This is an optimization exercise on Yosys and OpenROAD, whose aim is small area and a short achievable clock period, not a production implementation.
In this exercise RTL edits were held to simulation tests only and were not proved equivalent to the original.
Power figures rest on the tool's default switching activity, not on a simulated workload.

**flow/design.v**
```verilog
package rsPkg;
    localparam int rsDepth  = 16;
    localparam int rsIdxW   = 4;    
    localparam int rsCountW = 5;    
    localparam int dataW    = 32;   
    localparam int immW     = 32;
    localparam int opIdW    = 6;
    localparam int robTagW  = 4;
endpackage
`timescale 1ns/1ps
import rsPkg::*;
module rsOperandBank (
    input  logic                 clk,
    input  logic                 arstN,
    input  logic                 flush,
    input  logic                 insertEn,
    input  logic [rsIdxW-1:0]    insIdx,
    input  logic                 srcReady,
    input  logic [dataW-1:0]     srcValue,
    input  logic [robTagW-1:0]   srcTag,
    input  logic                 cdbValid,
    input  logic [robTagW-1:0]   cdbTag,
    input  logic [dataW-1:0]     cdbValue,
    input  logic                 issueHit,
    input  logic [rsIdxW-1:0]    issueIdx,
    output logic [rsDepth-1:0]   slotReady,
    output logic [dataW-1:0]     operandOut
);
    logic [rsDepth-1:0] readyQ;                  
    logic [robTagW-1:0] tagQ   [rsDepth];        
    logic [dataW-1:0]   valueQ [rsDepth];
    logic [rsDepth-1:0] wakeHit;                 
    logic               insBypass;               
    logic               insReady;
    logic [dataW-1:0]   insValue;
    always_comb begin
        for (int i = 0; i < rsDepth; i++) begin
            wakeHit[i] = cdbValid && !readyQ[i] && (tagQ[i] == cdbTag);
        end
    end
    assign insBypass = cdbValid && !srcReady && (srcTag == cdbTag);
    assign insReady  = srcReady || insBypass;
    assign insValue  = insBypass ? cdbValue : srcValue;
    always_ff @(posedge clk or negedge arstN) begin
        if (!arstN) begin
            readyQ <= '0;
        end else if (flush) begin
            readyQ <= '0;                        
        end else begin
            readyQ <= readyQ | wakeHit;
            if (issueHit) begin
                readyQ[issueIdx] <= 1'b0;       
            end
            if (insertEn) begin
                readyQ[insIdx] <= insReady;     
            end
        end
    end
    always_ff @(posedge clk) begin
        for (int i = 0; i < rsDepth; i++) begin
            if (wakeHit[i]) begin
                valueQ[i] <= cdbValue;
            end
        end
        if (insertEn) begin
            tagQ[insIdx]   <= srcTag;
            valueQ[insIdx] <= insValue;
        end
    end
    assign slotReady  = readyQ;
    assign operandOut = valueQ[issueIdx];      
endmodule
`timescale 1ns/1ps
import rsPkg::*;
module rsEntryPicker (
    input  logic                 clk,
    input  logic                 arstN,
    input  logic                 flush,
    input  logic                 insValid,
    input  logic [rsDepth-1:0]   rs1Ready,
    input  logic [rsDepth-1:0]   rs2Ready,
    output logic                 issueHit,
    output logic [rsIdxW-1:0]    issueIdx,
    output logic [rsIdxW-1:0]    insIdx,
    output logic                 insertEn
);
    logic [rsDepth-1:0] occQ;           
    logic [rsDepth-1:0] slotReady;      
    logic [rsDepth-1:0] issueOneHot;
    logic [rsDepth-1:0] slotFree;       
    function automatic logic [rsIdxW-1:0] lowestIdx(input logic [rsDepth-1:0] vec);
        logic [rsIdxW-1:0] idx;
        idx = '0;
        for (int i = rsDepth - 1; i >= 0; i = i - 1) begin
            if (vec[i]) begin
                idx = i[rsIdxW-1:0];
            end
        end
        lowestIdx = idx;
    endfunction
    assign slotReady = occQ & rs1Ready & rs2Ready;
    assign issueHit  = |slotReady;
    assign issueIdx  = lowestIdx(slotReady);
    always_comb begin
        issueOneHot           = '0;
        issueOneHot[issueIdx] = issueHit;
    end
    assign slotFree = ~occQ | issueOneHot;
    assign insIdx   = lowestIdx(slotFree);
    assign insertEn = insValid && !flush;
    always_ff @(posedge clk or negedge arstN) begin
        if (!arstN) begin
            occQ <= '0;
        end else if (flush) begin
            occQ <= '0;
        end else begin
            if (issueHit) begin
                occQ[issueIdx] <= 1'b0;
            end
            if (insertEn) begin
                occQ[insIdx] <= 1'b1;           
            end
        end
    end
endmodule
`timescale 1ns/1ps
import rsPkg::*;
module rsOccupancyCounter (
    input  logic  clk,
    input  logic  arstN,
    input  logic  flush,
    input  logic  insertEn,
    input  logic  issueHit,
    output logic  full
);
    logic [rsCountW-1:0] countQ;        
    always_ff @(posedge clk or negedge arstN) begin
        if (!arstN) begin
            countQ <= '0;
        end else if (flush) begin
            countQ <= '0;
        end else if (insertEn && !issueHit) begin
            countQ <= countQ + 1'b1;
        end else if (issueHit && !insertEn) begin
            countQ <= countQ - 1'b1;
        end
    end
    assign full = (countQ == rsDepth) && !issueHit;
endmodule
`timescale 1ns/1ps
import rsPkg::*;
module rsPayloadStore (
    input  logic                 clk,
    input  logic                 arstN,
    input  logic                 flush,
    input  logic                 insertEn,
    input  logic [rsIdxW-1:0]    insIdx,
    input  logic [dataW-1:0]     insPc,
    input  logic [opIdW-1:0]     insOpId,
    input  logic [immW-1:0]      insImm,
    input  logic [robTagW-1:0]   insRobTag,
    input  logic                 issueHit,
    input  logic [rsIdxW-1:0]    issueIdx,
    input  logic [dataW-1:0]     rs1Operand,
    input  logic [dataW-1:0]     rs2Operand,
    output logic                 issueValid,
    output logic [dataW-1:0]     issuePc,
    output logic [opIdW-1:0]     issueOpId,
    output logic [dataW-1:0]     issueRs1,
    output logic [dataW-1:0]     issueRs2,
    output logic [immW-1:0]      issueImm,
    output logic [robTagW-1:0]   issueRobTag
);
    logic [dataW-1:0]   pcQ    [rsDepth];
    logic [opIdW-1:0]   opIdQ  [rsDepth];
    logic [immW-1:0]    immQ   [rsDepth];
    logic [robTagW-1:0] robTagQ[rsDepth];
    always_ff @(posedge clk) begin
        if (insertEn) begin
            pcQ[insIdx]     <= insPc;
            opIdQ[insIdx]   <= insOpId;
            immQ[insIdx]    <= insImm;
            robTagQ[insIdx] <= insRobTag;
        end
    end
    always_ff @(posedge clk or negedge arstN) begin
        if (!arstN) begin
            issueValid <= 1'b0;
        end else begin
            issueValid <= issueHit && !flush;   
        end
    end
    always_ff @(posedge clk) begin
        if (issueHit && !flush) begin
            issuePc     <= pcQ[issueIdx];
            issueOpId   <= opIdQ[issueIdx];
            issueImm    <= immQ[issueIdx];
            issueRobTag <= robTagQ[issueIdx];
            issueRs1    <= rs1Operand;          
            issueRs2    <= rs2Operand;
        end
    end
endmodule
`timescale 1ns/1ps
import rsPkg::*;
module rsvStation (
    input  logic                 clk,
    input  logic                 arstN,
    input  logic                 insValid,
    input  logic [dataW-1:0]     insPc,
    input  logic [opIdW-1:0]     insOpId,
    input  logic [immW-1:0]      insImm,
    input  logic [robTagW-1:0]   insRobTag,
    input  logic                 rs1Ready,
    input  logic [dataW-1:0]     rs1Value,
    input  logic [robTagW-1:0]   rs1Tag,
    input  logic                 rs2Ready,
    input  logic [dataW-1:0]     rs2Value,
    input  logic [robTagW-1:0]   rs2Tag,
    input  logic                 cdbValid,
    input  logic [robTagW-1:0]   cdbTag,
    input  logic [dataW-1:0]     cdbValue,
    input  logic                 flush,      
    output logic                 full,
    output logic                 issueValid,
    output logic [dataW-1:0]     issuePc,
    output logic [opIdW-1:0]     issueOpId,
    output logic [dataW-1:0]     issueRs1,
    output logic [dataW-1:0]     issueRs2,
    output logic [immW-1:0]      issueImm,
    output logic [robTagW-1:0]   issueRobTag
);
    logic [rsDepth-1:0] rs1SlotReady;
    logic [rsDepth-1:0] rs2SlotReady;
    logic               issueHit;
    logic [rsIdxW-1:0]  issueIdx;
    logic [rsIdxW-1:0]  insIdx;
    logic               insertEn;
    logic [dataW-1:0]   rs1Operand;
    logic [dataW-1:0]   rs2Operand;
    rsEntryPicker picker_i (
        .clk(clk), .arstN(arstN), .flush(flush), .insValid(insValid),
        .rs1Ready(rs1SlotReady), .rs2Ready(rs2SlotReady),
        .issueHit(issueHit), .issueIdx(issueIdx), .insIdx(insIdx), .insertEn(insertEn)
    );
    rsOccupancyCounter counter_i (
        .clk(clk), .arstN(arstN), .flush(flush),
        .insertEn(insertEn), .issueHit(issueHit), .full(full)
    );
    rsOperandBank rs1Bank (
        .clk(clk), .arstN(arstN), .flush(flush), .insertEn(insertEn), .insIdx(insIdx),
        .srcReady(rs1Ready), .srcValue(rs1Value), .srcTag(rs1Tag),
        .cdbValid(cdbValid), .cdbTag(cdbTag), .cdbValue(cdbValue),
        .issueHit(issueHit), .issueIdx(issueIdx),
        .slotReady(rs1SlotReady), .operandOut(rs1Operand)
    );
    rsOperandBank rs2Bank (
        .clk(clk), .arstN(arstN), .flush(flush), .insertEn(insertEn), .insIdx(insIdx),
        .srcReady(rs2Ready), .srcValue(rs2Value), .srcTag(rs2Tag),
        .cdbValid(cdbValid), .cdbTag(cdbTag), .cdbValue(cdbValue),
        .issueHit(issueHit), .issueIdx(issueIdx),
        .slotReady(rs2SlotReady), .operandOut(rs2Operand)
    );
    rsPayloadStore store_i (
        .clk(clk), .arstN(arstN), .flush(flush), .insertEn(insertEn), .insIdx(insIdx),
        .insPc(insPc), .insOpId(insOpId), .insImm(insImm), .insRobTag(insRobTag),
        .issueHit(issueHit), .issueIdx(issueIdx),
        .rs1Operand(rs1Operand), .rs2Operand(rs2Operand),
        .issueValid(issueValid), .issuePc(issuePc), .issueOpId(issueOpId),
        .issueRs1(issueRs1), .issueRs2(issueRs2), .issueImm(issueImm),
        .issueRobTag(issueRobTag)
    );
endmodule
```
**flow/run.sh**
```bash
#!/bin/bash
# synth_recipe.tcl (not shown) runs the flow's synth.tcl, then flattens the netlist and writes it again
# the make line also repeats each setting of config.mk as NAME=value (left out here)
make -C /OpenROAD-flow-scripts/flow DESIGN_CONFIG=/design/flow/config.mk WORK_HOME=/design/flow/orfs CLKGATE_MAP_FILE= SYNTH_SCRIPT=/design/flow/synth_recipe.tcl finish
```
**flow/constraint.sdc**
```tcl
create_clock -name core_clock -period 6.0 [get_ports {clk}]
set_input_delay 1.2000 -clock core_clock [delete_from_list [all_inputs] [get_ports {clk}]]
set_output_delay 1.2000 -clock core_clock [all_outputs]
set_load 0.01 [all_outputs]
```
**flow/config.mk**
```make
export PLATFORM = sky130hd
export DESIGN_NAME = rsvStation
export DESIGN_NICKNAME = rsvStation
export VERILOG_FILES = /design/flow/design.v
export SDC_FILE = /design/flow/constraint.sdc
export NUM_CORES = 4
export LEC_CHECK = 0
export CAP_MARGIN = 20
export CORE_MARGIN = 2
export CORE_UTILIZATION = 40
export SLEW_MARGIN = 20
```
==> summary.txt <==
## per-stage QoR
| stage | utilization | hold WS (ns) | TNS [ns] | cell area [sq um] | std cells |
|---|---|---|---|---|---|
| after floorplan | - | 0.471 | -881.93 | 108000 | 8559 |
| after detailed placement | 0.442 | 0.539 | 0 | 119000 | 12176 |
| final | 0.475 | 0.498 | 0 | 127000 | 12670 |
| after global routing | 0.475 | 0.541 | 0 | 127000 | 12669 |
| after CTS | 0.475 | 0.503 | 0 | 127000 | 12668 |
| after global placement | 0.442 | 0.536 | 0 | 119000 | 12176 |
## flip-flops by register name (all words and copies together) (netlist names), 16 cells and up
signal	flops
rs2Bank.valueQ	512
rs2Bank.tagQ	64
rs1Bank.tagQ	64
rs1Bank.readyQ	16
store_i.immQ	512
store_i.opIdQ	96
picker_i.occQ	16
store_i.issueRs2	32
store_i.issueImm	32
store_i.robTagQ	64
store_i.issueRs1	32
rs2Bank.readyQ	16
rs1Bank.valueQ	512
store_i.issuePc	32
store_i.pcQ	512
## worst max path at each step
stage	from	slack, ns	endpoint	depth (start not counted)
2_1_floorplan	picker_i.occQ[13]	-1.66	rs2Bank.valueQ[8][0]	21
3_3_place_gp	picker_i.occQ[11]	0.18	store_i.issueRs1[8]	12
3_5_place_dp	picker_i.occQ[14]	0.09	rs1Bank.readyQ[1]	22
4_1_cts	picker_i.occQ[14]	0.05	rs1Bank.readyQ[1]	22
5_1_grt	rs2Bank.readyQ[10]	0.02	rs1Bank.valueQ[5][0]	25
6_report	picker_i.occQ[14]	0.26	store_i.issueRs1[8]	12
## worst max-delay path, stage by stage (launching register included)
cell,delay (ns)
dfrtp_1,0.43
nand3_1,0.23
a211oi_1,0.14
o311ai_1,0.49
a41o_4,0.34
buf_4,0.74
buf_6,0.60
buf_12,0.65
nand2_1,0.11
nand3_1,0.11
nand3_1,0.31
a311oi_1,0.80
or3_1,0.29
## layer usage
metal | up-vias | routed length (microns) | GRT usage
met4 | 6 | 12900 | 0.0860
met3 | 715 | 33800 | 0.0458
met5 | - | 45 | 0
li1 | 32805 | - | -
met1 | 38015 | 143000 | 0.346
met2 | 4174 | 167000 | 0.408
## power by group through the flow
stage / clock (mW) / combinational (mW) / sequential, mW
floorplan: 0 / 0.798 / 20.0
global placement: 0 / 1.60 / 20.0
detailed placement: 0 / 1.64 / 20.0
CTS: 16.9 / 1.65 / 19.7
global route: 17.6 / 1.79 / 19.7
finish: 16.7 / 1.67 / 19.7
## logic make-up after synthesis
family	Yosys count	synth area share
AOI/OAI and AO/OA	1971	0.107
and+or+nand+nor	2787	0.109
adders and majority gates	12	0.00146
buffers and inverters	778	0.0277
xor gates and xnor gates	55	0.00470
muxes	428	0.0493
DFF	2528	0.700
## cell type report
cell class	count	area, sq um	share of cell area
sequential	2528	75600	0.594
clock inverter	137	1130	0.00887
clock buffer	355	7600	0.0597
inverter	75	304	0.00239
multi-input combinational	5253	29900	0.235
tap	3552	4440	0.0349
timing repair buffer	768	8330	0.0654
antenna	2	5.00	0.0000393
## cells in the final DEF (no fill, tap or decap), drive strengths merged, types with 64 or more instances in the layout
cell,Yosys,final
nand3,567,567
inv,72,84
nor2,575,575
mux4,82,82
clkbuf,563,355
clkinv,3,107
o221ai,82,82
buf,140,443
o21ai,74,74
a31oi,103,103
nor3,64,64
mux2i,340,340
nand2,1419,1419
clkdlybuf4s50,0,325
edfxtp,2474,2474
and3,76,76
o22ai,80,80
a21oi,1318,1318
==> impl_metrics.yaml <==
status:
  status: "no timing/DRC/antenna violations"
global_route:
  grt_max_degree: 168
  grt_pass1_wl_mm: 510
  antenna_found_initial: 10
  grt_usage: 0.253
  grt_overflow: 0
  grt_pass1_vias: 73387
route:
  postRouteAntennaNets: 0
  first_pass_iters: 9
  drt-initial-drc-count: 9315
  drc: 0
  vias_per_cell: 5.98
  num_vias: 75715
  finalWirelength_mm: 356
  wl_per_cell_microns: 28.1
timing:
  hold_viol: 0
  rsz0062_at_grt: "false"
  worst_pin_slew_ns: 1.20
  finClkSkew_ns: 0.0636
  fin_crit_sh: 0.957
  slew_viol_final: 0
  setup_slack_ns: 0.255
  max-slew-margin-rel: 0.195
  fmax_ghz: 0.174
  period_minus_slack_ns: 5.74
  setup_viol: 0
synth:
  yosys_warnings: 4
  avgSynthCellArea_sq_um: 12.6
  synth_area_leaders: "edfxtp_1 69%, a21oi_1 6.1%, nand2_1 4.9%"
  async_flop_share: 0.0214
  syn_inst: 8559
  synth_top_flop_cell: "edfxtp_1"
  synth_area_sq_um: 108000
  synth_top_area_share: 0.688
  synth_seq_cells: 2528
  synth.most_common_cell: "edfxtp_1"
  synth_top_cell_by_area: "edfxtp_1"
  seq_area_frac_synth: 0.700
  synth-edff-count: 2474
  synth_nets: 8760
  yosys-top-cells-count: "2,474 x edfxtp_1, 1,418 x nand2_1, 1,317 x a21oi_1"
  synth.distinct_cells: 100
clock_tree:
  numCtsBuffers: 284
  cts_sinks: 2528
  h-tree-depth: 5
  cts.reportedPaths.clkPinSlew_ns: 0.06
  clock-root-buffer: "clkbuf_16"
  clk_latency_ns: 0.86
  post_cts_buffers: 0
  cts_hold_buf: 0
  cts_buffer_depth: 4
  cts_resized: 0
  cts_tree: "yes"
die:
  fp.dieW_microns: 524
  initial_core_util: 0.403
  io_pins: 329
  die_h_microns: 524
  rows: 190
  core_sq_um: 268000
  die_area_sq_um: 274000
critical_path:
  worst_setup_path_end_kind: "register"
  reg2reg_from: "picker_i.occQ[14]"
  rrSetupSlack_ns: 0.26
  timing.rr.end: "store_i.issueRs1[8]"
  critPathMaxFanout: 167
  cp.arrival_ns: 6.42
  required_ns: 6.68
  critPathKind: "reg -> reg"
  cp-start-kind: "register"
  r2r_cells: 12
placement:
  post-place-ws_ns: 0.0915
  gp_congestion: 0.890
  io_buffers: 328
  hpwl_mm: 213
layout:
  nets: 9111
  syn_to_final_growth_pct: 17.9
  drive_above_1_share: 0.111
  fillCellCount: 23326
power:
  power_leakage_nw: 45.0
  sw_frac_of_total: 0.217
  power.total_mw: 38.0
  p_comb_frac: 0.044
  pwr-share-clk: 0.439
  power.internal_mw: 29.8
  irDropWorstVdd_v: 0.000223
  power.switching_mw: 8.27
  power_density_nw_per_um2: 299
  seqPwrFrac: 0.517
worst_hold_path:
  worst_hold_path_type: "in -> async"
run:
  maxCapViolCount: 0

-- port drivers added, routing unchanged --
No port has a modelled driver above. Below, the same layout with a new extraction and two added sets of constraints.
Step 1 assumes that a clkbuf_16 drives the clock port and a buf_2 every other input.
Step 2 adds t to the input delays and takes it off the output delays; t is the mean of the earliest and latest rising clock arrival at the registers after step 1. Input paths then give back, and output paths get back, about the clock's delay inside the block.
a / b / c = no drivers / after step 1 / after step 2; a / b = the first two.
t, ns: 0.935
slack for setup (ns): 0.255 / 0.255 / 0.255
worst data-port slew with drivers (ns): 0.14
After both steps setup and hold are still met in this run. For this run, drivers alone change the setup slack by 0.000 ns; drivers and shift together by 0.000 ns.
